What follows belongs to an exercise in optimizing a design on an open flow for small area, a short achievable clock period and few clock cycles per item; a production flow would make more cautious choices.
In this exercise RTL edits were held to simulation tests only and were not proved equivalent to the original.

## compass_calibrate_and_heading
module compass_calibrate_and_heading
#(
    parameter int SAMPLE_BITS  = cah_pkg::DEF_SAMPLE_BITS,
    parameter int CORDIC_STEPS = cah_pkg::DEF_CORDIC_STEPS
) (
    input  logic                                i_clk,
    input  logic                                i_rst_n,
    input  logic                                i_cfg_wen,
    input  logic                                i_cfg_idx,
    input  logic [cah_pkg::CFG_W-1:0]           i_cfg_wdata,
    input  logic                                s_axis_tvalid,
    output logic                                s_axis_tready,
    input  logic [((2*SAMPLE_BITS+7)/8)*8-1:0]  s_axis_tdata,
    input  logic [1:0]                          s_axis_tuser,
    output logic                                m_axis_tvalid,
    input  logic                                m_axis_tready,
    output logic [cah_pkg::HEAD_PAD-1:0]        m_axis_tdata
);
    localparam int S    = SAMPLE_BITS;      
    localparam int GW   = cah_pkg::GAIN_W;  
    localparam int PW   = 45;               
    localparam int ZW   = 28;               
    localparam int HW   = cah_pkg::HEAD_W;  
    localparam int NST  = 8;                
    localparam int QD   = 12;               
    localparam int CAP  = QD + 1;           
    localparam int CW   = 5;                
    localparam logic [ZW-1:0] Z0_POS  = 28'd2048;
    localparam logic [ZW-1:0] Z0_NEG  = 28'd47187968;
    localparam logic [ZW-1:0] Z0_ZERO = 28'd242254243;    
    localparam logic [16*ZW-1:0] T_ALL = {
        28'd458,     28'd917,     28'd1833,    28'd3667,
        28'd7334,    28'd14668,   28'd29335,   28'd58671,
  ...
export LEC_CHECK = 0
export CAP_MARGIN = 20
export CORE_MARGIN = 2
export CORE_UTILIZATION = 40
export SLEW_MARGIN = 20
create_clock -name core_clock -period 12.0 [get_ports {i_clk}]
standard.sh (not shown) runs the stock make flow with config.mk's settings and CLKGATE_MAP_FILE= SYNTH_SCRIPT=/design/flow/synth_recipe.tcl, a recipe that flattens the netlist after the stock synthesis.
==> flow/flow/run.sh <==
#!/bin/bash
set -euo pipefail
MARGIN=$(cat flow/margin.txt)
bash standard.sh SETUP_SLACK_MARGIN=$MARGIN finish > flow_make.log 2>&1
==> flow/flow/margin.txt <==
8.0
The starting point finished with timing, DRC and antenna clean.
Testbench counts at the start, summed over its fixed seeds: cycles 5,692, items 2,400.
==> next run, changes <==
--- a/flow/design.v
+++ b/flow/design.v
@@ -245,64 +245,72 @@
     assign w_hmove   = w_hin && !r_ph;
     assign w_finish  = r_iv && (r_ik == cah_pkg::KIND_FINISH);
     assign w_dstart  = w_finish && !r_div && !r_dv && !r_dvy;
     assign w_dlast   = r_div && !r_first && (r_dcnt == 5'd26);
     assign w_free    = !r_iv || (w_finish ? w_dlast : (!w_hin || !r_ph));
     logic [S:0] w_sa [2], w_sb [2];
-    logic       w_bsub, r_bws;
+    logic       w_lt [2], w_gt [2];
+    logic       w_bsub;
     assign w_bsub = !r_first;
     for (genvar a = 0; a < 2; a++) begin : g_ax
         logic [S:0] sx, cx, mnx, mxx, rsh, aa, ab, bb;
         assign w_s[a] = r_is[a];
         assign sx  = {w_s[a][S-1], w_s[a]};
         assign cx  = {r_center[a][S-1], r_center[a]};
         assign mnx = {r_min[a][S-1], r_min[a]};
         assign mxx = {r_max[a][S-1], r_max[a]};
         assign rsh = {r_rem[a][S-1:0], r_gain[a][GW-1]};
         assign aa  = r_div ? rsh : sx;
-        assign ab  = r_div ? {1'b0, r_is[a]} : (r_calib ? mnx : cx);
+        assign ab  = r_div ? {1'b0, r_is[a]} : cx;
         cah_add #(.W(S+1)) u_a (
             .i_a (aa), .i_b (~ab), .i_ci (1'b1), .o_s (w_sa[a]), .o_co ()
         );
-        assign bb  = r_bws ? sx : mnx;
         cah_add #(.W(S+1)) u_b (
-            .i_a (mxx), .i_b (bb ^ {(S+1){w_bsub}}), .i_ci (w_bsub),
+            .i_a (mxx), .i_b (mnx ^ {(S+1){w_bsub}}), .i_ci (w_bsub),
             .o_s (w_sb[a]), .o_co ()
         );
+        logic [S:0] lt_s, gt_s;
+        cah_add #(.W(S+1)) u_lt (
+            .i_a (sx), .i_b (~mnx), .i_ci (1'b1), .o_s (lt_s), .o_co ()
+        );
+        cah_add #(.W(S+1)) u_gt (
+            .i_a (mxx), .i_b (~sx), .i_ci (1'b1), .o_s (gt_s), .o_co ()
+        );
+        assign w_lt[a] = lt_s[S];
+        assign w_gt[a] = gt_s[S];
     end
-    logic [CW-1:0] n_cnt;
-    logic          n_iv, n_calib, n_hacc, n_busy;
-    logic [1:0]    n_ik;
+    logic [CW-1:0] n_cnt, c_cnt;
+    logic          n_iv, c_iv, n_calib, keep, dend, n_rdy;
     always_comb begin
         n_cnt   = r_cnt + CW'(w_hmove) - CW'(w_pop);
-        n_iv    = w_accept || (r_iv && !w_free);
-        n_ik    = w_accept ? s_axis_tuser : r_ik;
+        keep    = r_iv && !w_free;
+        n_iv    = w_accept || keep;
+        c_cnt   = r_cnt + CW'(w_hmove);
+        c_iv    = r_rdy || keep;
         n_calib = r_calib;
         if (r_iv && !r_div && r_ik == cah_pkg::KIND_START) n_calib = 1'b1;
         if (w_dstart) n_calib = 1'b0;
-        n_hacc  = w_accept && (s_axis_tuser == cah_pkg::KIND_SAMPLE) && !n_calib;
-        n_busy  = n_iv && ((n_ik == cah_pkg::KIND_FINISH) ? !(r_div && !r_first && r_dcnt == 5'd25)
-                                                          : ((n_ik == cah_pkg::KIND_SAMPLE) &&
-                                                             !n_calib && !r_ph));
+        dend    = r_div && !r_first && (r_dcnt == 5'd25);
+        n_rdy   = (32'(c_cnt) + 32'(c_iv) + 1 <= CAP);
+        if (keep && ((r_ik == cah_pkg::KIND_FINISH) ? !dend : !r_ph)) n_rdy = 1'b0;
+        if (r_rdy && (s_axis_tuser == cah_pkg::KIND_SAMPLE) && !n_calib) n_rdy = 1'b0;
+        if (r_rdy && (s_axis_tuser == cah_pkg::KIND_FINISH)) n_rdy = 1'b0;
     end
     always_ff @(posedge i_clk) begin
         if (!i_rst_n) begin
             r_ph   <= 1'b0;
             r_rdy  <= 1'b1;
-            r_bws  <= 1'b1;
             r_iv   <= 1'b0;
             r_div  <= 1'b0;
             r_cnt  <= '0;
         end else begin
             r_ph   <= !r_ph;
             r_iv   <= n_iv;
             r_div  <= (r_div && !w_dlast) || w_dstart;
             r_cnt  <= n_cnt;
-            r_rdy  <= !n_hacc && !n_busy && (32'(n_cnt) + 32'(n_iv) + 1 <= CAP);
-            r_bws  <= !((r_div && !w_dlast) || w_dstart) &&
-                      !(n_iv && n_ik == cah_pkg::KIND_FINISH);
+            r_rdy  <= n_rdy;
         end
     end
     always_ff @(posedge i_clk) begin
         if (r_rdy) begin
             r_ik <= s_axis_tuser;
             for (int a = 0; a < 2; a++) r_is[a] <= s_axis_tdata[a*S +: S];
@@ -335,24 +343,25 @@
                             r_max[a] <= w_s[a];
                         end
                     end
                     cah_pkg::KIND_SAMPLE: begin
                         if (r_calib) begin
                             for (int a = 0; a < 2; a++) begin
-                                if (w_sa[a][S]) r_min[a] <= w_s[a];
-                                if (w_sb[a][S]) r_max[a] <= w_s[a];
+                                if (w_lt[a]) r_min[a] <= w_s[a];
+                                if (w_gt[a]) r_max[a] <= w_s[a];
                             end
                         end
                     end
                     default: ;
                 endcase
             end
             for (int a = 0; a < 2; a++) begin
                 if (w_dstart) begin
-                    r_rem[a][S] <= w_sb[a][S] || (w_sb[a] == '0);
+                    r_rem[a][S] <= w_sb[a][S];
                 end else if (r_first) begin
+                    r_rem[a][S] <= r_rem[a][S] || (r_is[a] == '0);
                     r_gain[a] <= w_big ? {1'b0, r_is[a][S-1:1], 11'd0}
                                        : {1'b1, 10'd0, 1'b0, r_is[a][S-1:1]};
                     r_rem[a][S-1:0] <= w_big ? 16'd1024 : 16'd0;
                 end else if (r_div) begin
                     if (!w_sa[a][S]) r_rem[a][S-1:0] <= w_sa[a][S-1:0];
                     else             r_rem[a][S-1:0] <= rsh_of(a);
Non-clock buffer count came out higher by 113.
Clock-buffer cell count came out lower by 18.
Via count came out higher by 1.4%.
Critical path depth came out lower by 2.
Routed wire length came out lower by 2.6%.
Cell area came out higher by 1.1%.
Die area barely changes.
Core utilization came out higher by 0.49 points.
Maximum frequency came out higher by 1.9%.
First-iteration DRC count came out higher by 12%.
Testbench counts after the change, summed over its fixed seeds: cycles 5,692, items 2,400.

port drivers added, routing unchanged:
No port has a modelled driver above. Below, the same layouts with a new extraction and two added sets of constraints. Step 1 assumes that a clkbuf_16 drives the clock port and a buf_2 every other input. Step 2 moves the port delays by t, midway between the first and last clock arrival at a register: inputs arrive t later, outputs are due t later. That takes back most of the time a late clock gives input paths. Slacks: ideal ports / drivers / drivers and shift; pairs: ideal ports / drivers.
| run | t (ns) | setup slack, ns | worst setup path at the end | pins driven straight from the clock port |
|---|---|---|---|---|
| the first run | 0.957 | 7.688 / 7.688 / 7.183 | input to register | 1 |
| the second run | 0.981 | 7.770 / 7.770 / 7.344 | input to register | 1 |
After both steps every run listed still meets setup and hold. The setup slack of the first run, which loses most, moves by 0.000 ns with the drivers and by -0.505 ns with both steps.
